Background: an optimization exercise with open tools, aiming at small area. Do not read the settings as production practice.
Function was checked by simulation only, so behaviour that the tests miss may differ from the original.
Power and IR drop assume default switching activity.

==> flow/design.v (excerpt) <==
module hw_sensor_regbank
#(
  parameter int P_NO_CH            = 8,
  parameter int P_SIGNED           = 0,
  parameter int P_S_AXI_ADDR_WIDTH = 10,
  parameter int P_S_AXI_DATA_WIDTH = 32
) (
  input  logic                          clk,
  input  logic                          reset,
  input  logic                          sample_valid,
  input  logic [P_NO_CH-1:0][31:0]      sensor_info,
  input  logic [P_S_AXI_ADDR_WIDTH-1:0] s_apb_paddr,
  input  logic                          s_apb_pwrite,
  input  logic                          s_apb_psel,
  input  logic                          s_apb_penable,
  input  logic [P_S_AXI_DATA_WIDTH-1:0] s_apb_pwdata,
  output logic [P_S_AXI_DATA_WIDTH-1:0] s_apb_prdata,
  output logic                          s_apb_pready,
  output logic                          s_apb_pslverr,
  output logic                          irq
);
  localparam logic [31:0] LP_INV = hw_sensor_pkg::LP_INV;
  logic [2:0] w_idx;
  logic       w_val, w_hi, w_lo, w_min, w_max, w_blk;
  logic       w_alarm, w_irqen, w_ctrl, w_info;
  logic       w_err, w_wr, w_access;
  assign w_idx   = s_apb_paddr[4:2];
  assign w_val   = s_apb_paddr[9:5] == 5'b00000;
  assign w_hi    = s_apb_paddr[9:5] == 5'b01000;
  assign w_lo    = s_apb_paddr[9:5] == 5'b01100;
  assign w_min   = s_apb_paddr[9:5] == 5'b10100;
  assign w_max   = s_apb_paddr[9:5] == 5'b11000;
  assign w_blk   = s_apb_paddr[9:4] == 6'b100000;
  assign w_alarm = w_blk & (s_apb_paddr[3:2] == 2'd0);
  assign w_irqen = w_blk & (s_apb_paddr[3:2] == 2'd1);
  assign w_ctrl  = w_blk & (s_apb_paddr[3:2] == 2'd2);
  assign w_info  = w_blk & (s_apb_paddr[3:2] == 2'd3);
  assign w_err    = ~(w_val | w_hi | w_lo | w_min | w_max | w_blk) |
                    (s_apb_pwrite & (w_val | w_min | w_max | w_info));
  assign w_access = s_apb_psel & s_apb_penable;
  assign w_wr     = w_access & s_apb_pwrite & ~w_err;
  logic               r_pend;       
  logic               r_snap_vld;   
  logic               r_mm_vld;     
  logic [P_NO_CH-1:0] r_hi_vld, r_lo_vld;
  logic [P_NO_CH-1:0] r_alarm, r_irq_en;
  logic               r_freeze, r_irq;
  logic [31:0]        r_rd_cap;     
  logic               w_sample, w_clr_minmax;
  logic [P_NO_CH-1:0] w_hi_we, w_lo_we, w_alarm_set, w_min_take, w_max_take;
  logic [31:0]        w_wdata_st;
  ...
For scale: about 6,200 cells after synthesis, roughly 340 I/O pins.
Settings: LEC_CHECK=0, CAP_MARGIN=0, CORE_MARGIN=2, CORE_UTILIZATION=65, PLACE_DENSITY=0.75, SETUP_SLACK_MARGIN=0.3, SLEW_MARGIN=0, SYNTH_HIERARCHICAL=1, SYNTH_MINIMUM_KEEP_SIZE=0; clock period 6.0 ns.
standard.sh (not shown) runs the stock make flow with config.mk's settings and CLKGATE_MAP_FILE= SYNTH_SCRIPT=/design/flow/synth_recipe.tcl, a recipe that flattens the netlist after the stock synthesis.
==> flow/flow/run.sh <==
#!/bin/bash
# The standard layout (standard.sh, unchanged synthesis), with two
# placement/CTS arguments changed:
#  - input and output ports are buffered with buf_1 cells
#  - CTS uses clkbuf_4 in clusters of up to 8 sinks within 40 um, and
#    inserts no dummy loads
# make's full output goes to make.log here; ORFS keeps each step's log under
# orfs/logs as usual.
set -euo pipefail
bash standard.sh \
  "BUFFER_PORTS_ARGS=-buffer_cell sky130_fd_sc_hd__buf_1" \
  "CTS_ARGS=-sink_clustering_enable -repair_clock_nets -dont_use_dummy_load -buf_list sky130_fd_sc_hd__clkbuf_4 -sink_clustering_size 8 -sink_clustering_max_diameter 40" \
  finish > make.log 2>&1
Then changed:
- CORE_UTILIZATION: 65 -> 55
- PLACE_DENSITY: 0.75 -> 0.65
Sequential share of layout area drops by 0.53 points.
Via count drops by 2.3%.
Worst setup slack improves by 0.12 ns.
Routed wire length climbs by 4.7%.
Die area climbs by 18%.
Then changed:
- CORE_UTILIZATION: 55 -> 65
- PLACE_DENSITY: 0.65 -> 0.75
- SETUP_SLACK_MARGIN: 0.3 -> 0.5
The changed run finished clean.
Synthesized area does not change.
Routed wire length drops by 4.4%.
Clock skew climbs by 0.049 ns.
Cell count drops by 3.1%.
Sequential power is about the same.
Clock power drops by about 2%.
Power drops by 0.51%.
Synthesized cell count stays the same.
Core utilization climbs by 11 points.
Setup slack improved by 0.17 ns.


== 02-24 ==
Another version of the RTL of hw_sensor_regbank (not shown whole).
Settings: LEC_CHECK=0, CAP_MARGIN=0, CORE_MARGIN=2, CORE_UTILIZATION=60, PLACE_DENSITY=0.7, SLEW_MARGIN=0, SYNTH_HIERARCHICAL=1, SYNTH_MINIMUM_KEEP_SIZE=0; clock period 6.0 ns.
==> flow/flow/run.sh <==
#!/bin/bash
# The standard layout (standard.sh, unchanged synthesis), with two
# placement/CTS arguments changed:
#  - input and output ports are buffered with buf_1 cells
#  - CTS uses clkbuf_4 in clusters of up to 10 sinks within 40 um, and
#    inserts no dummy loads
# make's full output goes to make.log here; ORFS keeps each step's log under
# orfs/logs as usual.
set -euo pipefail
bash standard.sh \
  "BUFFER_PORTS_ARGS=-buffer_cell sky130_fd_sc_hd__buf_1" \
  "CTS_ARGS=-sink_clustering_enable -repair_clock_nets -dont_use_dummy_load -buf_list sky130_fd_sc_hd__clkbuf_4 -sink_clustering_size 10 -sink_clustering_max_diameter 40" \
  finish > make.log 2>&1
The flow for 02-24 finished, though final verification flagged negative setup slack.
The inputs of 11-02 differ from those of 02-24 as listed below.
==> flow/flow/run.sh <==
#!/bin/bash
# The standard layout (standard.sh, unchanged synthesis), with two
# placement/CTS arguments changed:
#  - input and output ports are buffered with buf_1 cells
#  - CTS uses clkbuf_8 and inserts no dummy loads
# make's full output goes to make.log here; ORFS keeps each step's log under
# orfs/logs as usual.
set -euo pipefail
bash standard.sh \
  "BUFFER_PORTS_ARGS=-buffer_cell sky130_fd_sc_hd__buf_1" \
  "CTS_ARGS=-sink_clustering_enable -repair_clock_nets -dont_use_dummy_load -buf_list sky130_fd_sc_hd__clkbuf_8" \
  finish > make.log 2>&1
Results
11-02 finished all stages; layout check result: FAIL, due to negative setup slack. 02-24 → 11-02: number of buffers created by CTS saw an increase, post-layout worst setup margin saw little to no change, portion of total power attributed to combinational logic saw a decrease, clock input transition at the sequential cells of the worst setup and hold paths saw a decrease.

## what the ideal ports hide
How much do the figures lean on ideal ports? The routed layouts below were timed once more, with nothing changed but the port constraints. Step 1, drivers: a clkbuf_16 drives clk and a buf_2 each remaining input, both assumed. Step 2 moves the port delays by t, midway between the first and last clock arrival at a register: inputs arrive t later, outputs are due t later. That takes back most of the time a late clock gives input paths. Slacks: no drivers / after step 1 / after step 2; pairs: no drivers / after step 1.
| run | t, ns | setup slack, ns | worst data-port slew with drivers (ns) | cell pins on the clock port's net |
|---|---|---|---|---|
| the first run of note 1 | 1.272 | 0.057 / 0.057 / 0.057 | 0.10 | 1 |
| the second run of note 1 | 1.324 | 0.177 / 0.177 / 0.177 | 0.13 | 1 |
| the third run of note 1 | 1.259 | 0.351 / 0.351 / 0.351 | 0.10 | 1 |
| 02-24 | 1.214 | -0.019 / -0.019 / -0.019 | 0.08 | 1 |
| 11-02 | 0.971 | -0.017 / -0.042 / -0.042 | 0.08 | 1 |
For 11-02, which loses most, drivers alone change the setup slack by -0.025 ns; drivers and shift together by -0.025 ns.
